Context: an optimization exercise on an open-source flow, tuned for small area, a short achievable clock period and few clock cycles per item. The choices shown serve that exercise and are no tape-out recipe.
At most, simulation tests tie the RTL to the original design; equivalence was not proved.

run A:
==> flow/design.v (excerpt) <==
module spmm_top (
    input  logic              clk,
    input  logic              reset,
    input  logic              load_en,
    input  logic              load_sel,
    input  spmm_pkg::idx_t    load_addr,
    input  spmm_pkg::elem_t   load_data,
    input  spmm_pkg::prec_t   precision,
    input  logic              start,
    output logic              busy,
    output logic              done,
    output logic              sel_valid,
    output spmm_pkg::engine_t sel_engine,
    output spmm_pkg::cnt_t    macs_executed,
    output spmm_pkg::cnt_t    macs_skipped,
    input  spmm_pkg::idx_t    result_addr,
    output spmm_pkg::prod_t   result_data
);
    logic [16*8-1:0] a_flat;
    logic [16*8-1:0] b_flat;
    logic [15:0]     a_nz;
    logic [15:0]     b_nz;
    logic [15:0]     a_nz_next;
    logic [15:0]     b_nz_next;
    logic            c_clear;
    logic [3:0]      mac_neg;
    logic [3:0]      mac_one;
    logic [3:0]      mac_two;
    logic [4*8-1:0]  mac_b;
    logic            mac_cont;
    logic            mac_valid;
    logic [1:0]      mac_row;
    logic            wr_valid;
    logic [1:0]      wr_row;
    logic [4*16-1:0] c_row;
    operand_store u_operands (
        .clk       (clk),
        .load_en   (load_en),
        .load_sel  (load_sel),
        .load_addr (load_addr),
        .load_data (load_data),
        .a_flat    (a_flat),
        .b_flat    (b_flat),
        .a_nz      (a_nz),
        .b_nz      (b_nz),
        .a_nz_next (a_nz_next),
        .b_nz_next (b_nz_next)
    );
    spmm_control u_control (
        .clk           (clk),
  ...
Size in the first run: about 3700 cells after synthesis, about 720 flip-flops, ~60 I/O pins, about 0.037 sq mm of cells after synthesis.
==> module spmm_control, before the edit <==
module spmm_control (
    input  logic              clk,
    input  logic              reset,
    input  logic              start,
    input  spmm_pkg::prec_t   precision,
    input  logic [16*8-1:0]   a_flat,
    input  logic [16*8-1:0]   b_flat,
    input  logic [15:0]       a_nz,
    input  logic [15:0]       b_nz,
    input  logic [15:0]       a_nz_next,
    input  logic [15:0]       b_nz_next,
    output logic              busy_o,
    output logic              done,
    output logic              sel_valid,
    output spmm_pkg::engine_t sel_engine,
    output spmm_pkg::cnt_t    macs_executed,
    output spmm_pkg::cnt_t    macs_skipped,
    output logic              c_clear,
    output logic [3:0]        mac_neg,
    output logic [3:0]        mac_one,
    output logic [3:0]        mac_two,
    output logic [4*8-1:0]    mac_b,
    output logic              mac_cont,
    output logic              mac_valid,
    output logic [1:0]        mac_row,
    output logic              wr_valid,
    output logic [1:0]        wr_row
);
    logic [15:0] pending;       
    logic [15:0] mask_next;
    logic        busy;
    logic [15:0] src;
    logic [15:0] pick;
    logic [3:0]  row_any;
    logic [3:0]  row_first;
    logic [3:0]  col_first [4];
    logic [7:0]  row_a [4];
    logic [1:0]  pick_row;
    logic [3:0]  pick_k_hot;
    logic [7:0]  pick_a;
    logic [31:0] pick_b;
    logic [2:0]  pick_cnt;
    logic [2:0]  b_row_cnt [4];
    logic        issue;
    logic [2:0]  mac_cnt;
    logic [1:0]  sel_row;
    logic [6:0]  exec_cnt;
    logic [6:0]  skip_cnt;
    spmm_pkg::engine_t row_eng [4];
    logic        launch;
    logic        finish;
    for (genvar k = 0; k < 4; k++) begin : g_brow
        assign b_row_cnt[k] = 3'(b_nz[4*k]) + 3'(b_nz[4*k+1]) + 3'(b_nz[4*k+2]) + 3'(b_nz[4*k+3]);
    end
    for (genvar r = 0; r < 4; r++) begin : g_class
        row_sparsity u_class (
            .nz        (a_nz[4*r +: 4]),
            .precision (precision),
            .engine    (row_eng[r])
        );
    end
    always_comb begin
        for (int e = 0; e < 16; e++)
            mask_next[e] = a_nz_next[e] & (|b_nz_next[4*(e%4) +: 4]);
    end
    always_comb begin
        src = pending;
        for (int r = 0; r < 4; r++) begin
            row_any[r] = |src[4*r +: 4];
            col_first[r][0] = src[4*r];
            col_first[r][1] = src[4*r+1] & !src[4*r];
            col_first[r][2] = src[4*r+2] & !src[4*r+1] & !src[4*r];
            col_first[r][3] = src[4*r+3] & !src[4*r+2] & !src[4*r+1] & !src[4*r];
        end
        row_first[0] = row_any[0];
        row_first[1] = row_any[1] & !row_any[0];
        row_first[2] = row_any[2] & !row_any[1] & !row_any[0];
        row_first[3] = row_any[3] & !row_any[2] & !row_any[1] & !row_any[0];
        for (int r = 0; r < 4; r++) begin
            row_a[r] = '0;
            for (int k = 0; k < 4; k++) row_a[r] |= col_first[r][k] ? a_flat[8*(4*r+k) +: 8] : 8'd0;
        end
        pick_row = '0;
        pick_a = '0;
        pick_k_hot = '0;
        for (int r = 0; r < 4; r++) begin
            pick_row |= row_first[r] ? 2'(r) : 2'd0;
            pick_a |= row_first[r] ? row_a[r] : 8'd0;
            pick_k_hot |= row_first[r] ? col_first[r] : 4'd0;
        end
        for (int e = 0; e < 16; e++) pick[e] = row_first[e / 4] & col_first[e / 4][e % 4];
        pick_b = '0;
        pick_cnt = '0;
        for (int k = 0; k < 4; k++) begin
            pick_b |= pick_k_hot[k] ? b_flat[32*k +: 32] : 32'd0;
            pick_cnt |= pick_k_hot[k] ? b_row_cnt[k] : 3'd0;
        end
    end
    assign launch = start && !busy;
    assign c_clear = launch;
    assign finish = busy && pending == '0 && (!sel_valid || sel_row[1]);
    assign issue = (launch || busy) && src != '0;
    always_ff @(posedge clk or posedge reset) begin
        if (reset) begin
            busy <= 1'b0;
            busy_o <= 1'b0;
            done <= 1'b0;
            sel_valid <= 1'b0;
            sel_row <= '0;
            exec_cnt <= '0;
            skip_cnt <= '0;
            mac_valid <= 1'b0;
            wr_valid <= 1'b0;
        end else begin
            done <= 1'b0;
            mac_valid <= issue;
            wr_valid <= mac_valid;
            if (launch) begin
                busy <= 1'b1;
                busy_o <= 1'b1;
                sel_valid <= 1'b1;
                sel_row <= '0;
                exec_cnt <= '0;
                skip_cnt <= 7'd64;
            end else begin
                if (sel_valid) begin
                    sel_row <= sel_row + 1'b1;
                    if (sel_row == 2'd3) sel_valid <= 1'b0;
                end
                if (finish) begin
                    busy <= 1'b0;
                    busy_o <= 1'b0;
                    done <= 1'b1;
                end
                if (mac_valid) begin
                    exec_cnt <= exec_cnt + 7'(mac_cnt);
                    skip_cnt <= skip_cnt - 7'(mac_cnt);
                end
            end
        end
    end
    always_ff @(posedge clk) begin
        if (launch || (busy && !finish)) pending <= src & ~pick;
        else pending <= mask_next;
        mac_row <= pick_row;
        mac_cnt <= pick_cnt;
        mac_cont <= !issue || (busy && mac_valid && mac_row == pick_row);
        mac_b <= pick_b;
        for (int d = 0; d < 4; d++) begin
            logic b2, b1, b0;
            b2 = pick_a[2*d+1];
            b1 = pick_a[2*d];
            b0 = (d == 0) ? 1'b0 : pick_a[2*d-1];
            mac_neg[d] <= issue && (b2 & ~(b1 & b0));
            mac_one[d] <= issue && (b1 ^ b0);
            mac_two[d] <= issue && ((b2 & ~b1 & ~b0) | (~b2 & b1 & b0));
        end
        wr_row <= mac_row;
        if (launch) sel_engine <= row_eng[0];
        else if (sel_valid) sel_engine <= row_eng[sel_row + 2'd1];
    end
    assign macs_executed = {1'b0, exec_cnt};
    assign macs_skipped = {1'b0, skip_cnt};
endmodule
export LEC_CHECK = 0
export ABC_AREA = 1
export CAP_MARGIN = 20
export CORE_MARGIN = 2
export CORE_UTILIZATION = 40
export CTS_CLUSTER_DIAMETER = 60
export CTS_CLUSTER_SIZE = 30
export SETUP_SLACK_MARGIN = 4.5
export SLEW_MARGIN = 20
export TNS_END_PERCENT = 10
create_clock -name core_clock -period 7.0 [get_ports {clk}]
run.sh (not shown) runs the stock make flow with config.mk's settings and CLKGATE_MAP_FILE= SYNTH_SCRIPT=/design/flow/synth_recipe.tcl, a recipe that flattens the netlist after the stock synthesis.
Input-level comparison between run B and run A:
--- a/flow/design.v
+++ b/flow/design.v
@@ -499,12 +499,9 @@
     logic [15:0] mask_next;
     logic        busy;
     logic [15:0] src;
     logic [15:0] pick;
-    logic [3:0]  row_any;
-    logic [3:0]  row_first;
-    logic [3:0]  col_first [4];
-    logic [7:0]  row_a [4];
+    logic [15:0] pick_below;    
     logic [1:0]  pick_row;
     logic [3:0]  pick_k_hot;
     logic [7:0]  pick_a;
     logic [31:0] pick_b;
@@ -528,40 +525,28 @@
             .engine    (row_eng[r])
         );
     end
     always_comb begin
+        pick_below[0] = src[0];
+        for (int e = 1; e < 16; e++) pick_below[e] = pick_below[e-1] | src[e];
+    end
+    always_comb begin
         for (int e = 0; e < 16; e++)
             mask_next[e] = a_nz_next[e] & (|b_nz_next[4*(e%4) +: 4]);
     end
     always_comb begin
         src = pending;
-        for (int r = 0; r < 4; r++) begin
-            row_any[r] = |src[4*r +: 4];
-            col_first[r][0] = src[4*r];
-            col_first[r][1] = src[4*r+1] & !src[4*r];
-            col_first[r][2] = src[4*r+2] & !src[4*r+1] & !src[4*r];
-            col_first[r][3] = src[4*r+3] & !src[4*r+2] & !src[4*r+1] & !src[4*r];
-        end
-        row_first[0] = row_any[0];
-        row_first[1] = row_any[1] & !row_any[0];
-        row_first[2] = row_any[2] & !row_any[1] & !row_any[0];
-        row_first[3] = row_any[3] & !row_any[2] & !row_any[1] & !row_any[0];
-        for (int r = 0; r < 4; r++) begin
-            row_a[r] = '0;
-            for (int k = 0; k < 4; k++) row_a[r] |= col_first[r][k] ? a_flat[8*(4*r+k) +: 8] : 8'd0;
-        end
+        pick = src & ~{pick_below[14:0], 1'b0};
         pick_row = '0;
         pick_a = '0;
-        pick_k_hot = '0;
-        for (int r = 0; r < 4; r++) begin
-            pick_row |= row_first[r] ? 2'(r) : 2'd0;
-            pick_a |= row_first[r] ? row_a[r] : 8'd0;
-            pick_k_hot |= row_first[r] ? col_first[r] : 4'd0;
+        for (int e = 0; e < 16; e++) begin
+            pick_row |= pick[e] ? 2'(e / 4) : 2'd0;
+            pick_a |= pick[e] ? a_flat[8*e +: 8] : 8'd0;
         end
-        for (int e = 0; e < 16; e++) pick[e] = row_first[e / 4] & col_first[e / 4][e % 4];
         pick_b = '0;
         pick_cnt = '0;
         for (int k = 0; k < 4; k++) begin
+            pick_k_hot[k] = pick[k] | pick[k+4] | pick[k+8] | pick[k+12];
             pick_b |= pick_k_hot[k] ? b_flat[32*k +: 32] : 32'd0;
             pick_cnt |= pick_k_hot[k] ? b_row_cnt[k] : 3'd0;
         end
     end
==> run summary <==
Summary: headroom to the max-slew limit, run B better than run A. Run B: final design area excluding fillers 1.2% below run A. Compared with run A, run B shows relative area change from synthesis to final layout lower by 0.32 points. Of run B and run A, the run reporting the higher count of unique library cells instantiated by Yosys was run B. | sequential share of layout area | run B vs run A | 0.57 points higher |. Status | run B and run A | clean. Run B against run A: met1 wire length decreased about 5.5%; average wire per cell in the routed design decreased about 2.5%; sum of met2 wire segment lengths after detailed routing decreased about 2.3%; post-synth design cell area decreased about 0.9%. Lower critical path depth among run B and run A: run A.
Testbench counts of run B, summed over its fixed seeds: cycles 7,957, jobs 192.
For run A, only the layout was checked, not whether the RTL still works.

-- re-timing with driven ports --
The results above use ideal ports. As a check the final layouts listed here were re-extracted and re-timed, cells and wires unchanged. Step 1 (the two cells are an assumption about what drives the block):
set clk [get_ports {clk}]
set_driving_cell -lib_cell sky130_fd_sc_hd__clkbuf_16 $clk
set_driving_cell -lib_cell sky130_fd_sc_hd__buf_2 [delete_from_list [all_inputs] $clk]
Step 2 times the ports against the registers' clock, not the clock port: input delays grow and output delays shrink by t, the midpoint of the rising clock arrivals with the driver on. a / b / c = no drivers / after step 1 / after step 2; a / b = the first two.
run | t, ns | setup WS [ns] | worst hold slack (ns) | worst setup path after step 2 | cell pins on the clock port's net
run A | 0.736 | 4.313 / 4.254 / 3.655 | 0.466 / 0.466 / 0.466 | input to register | 1
run B | 0.734 | 4.333 / 4.283 / 3.759 | 0.416 / 0.416 / 0.416 | input to register | 1
After both steps every run listed still meets setup and hold. The setup slack of run A, which loses most, moves by -0.059 ns with the drivers and by -0.658 ns with both steps.
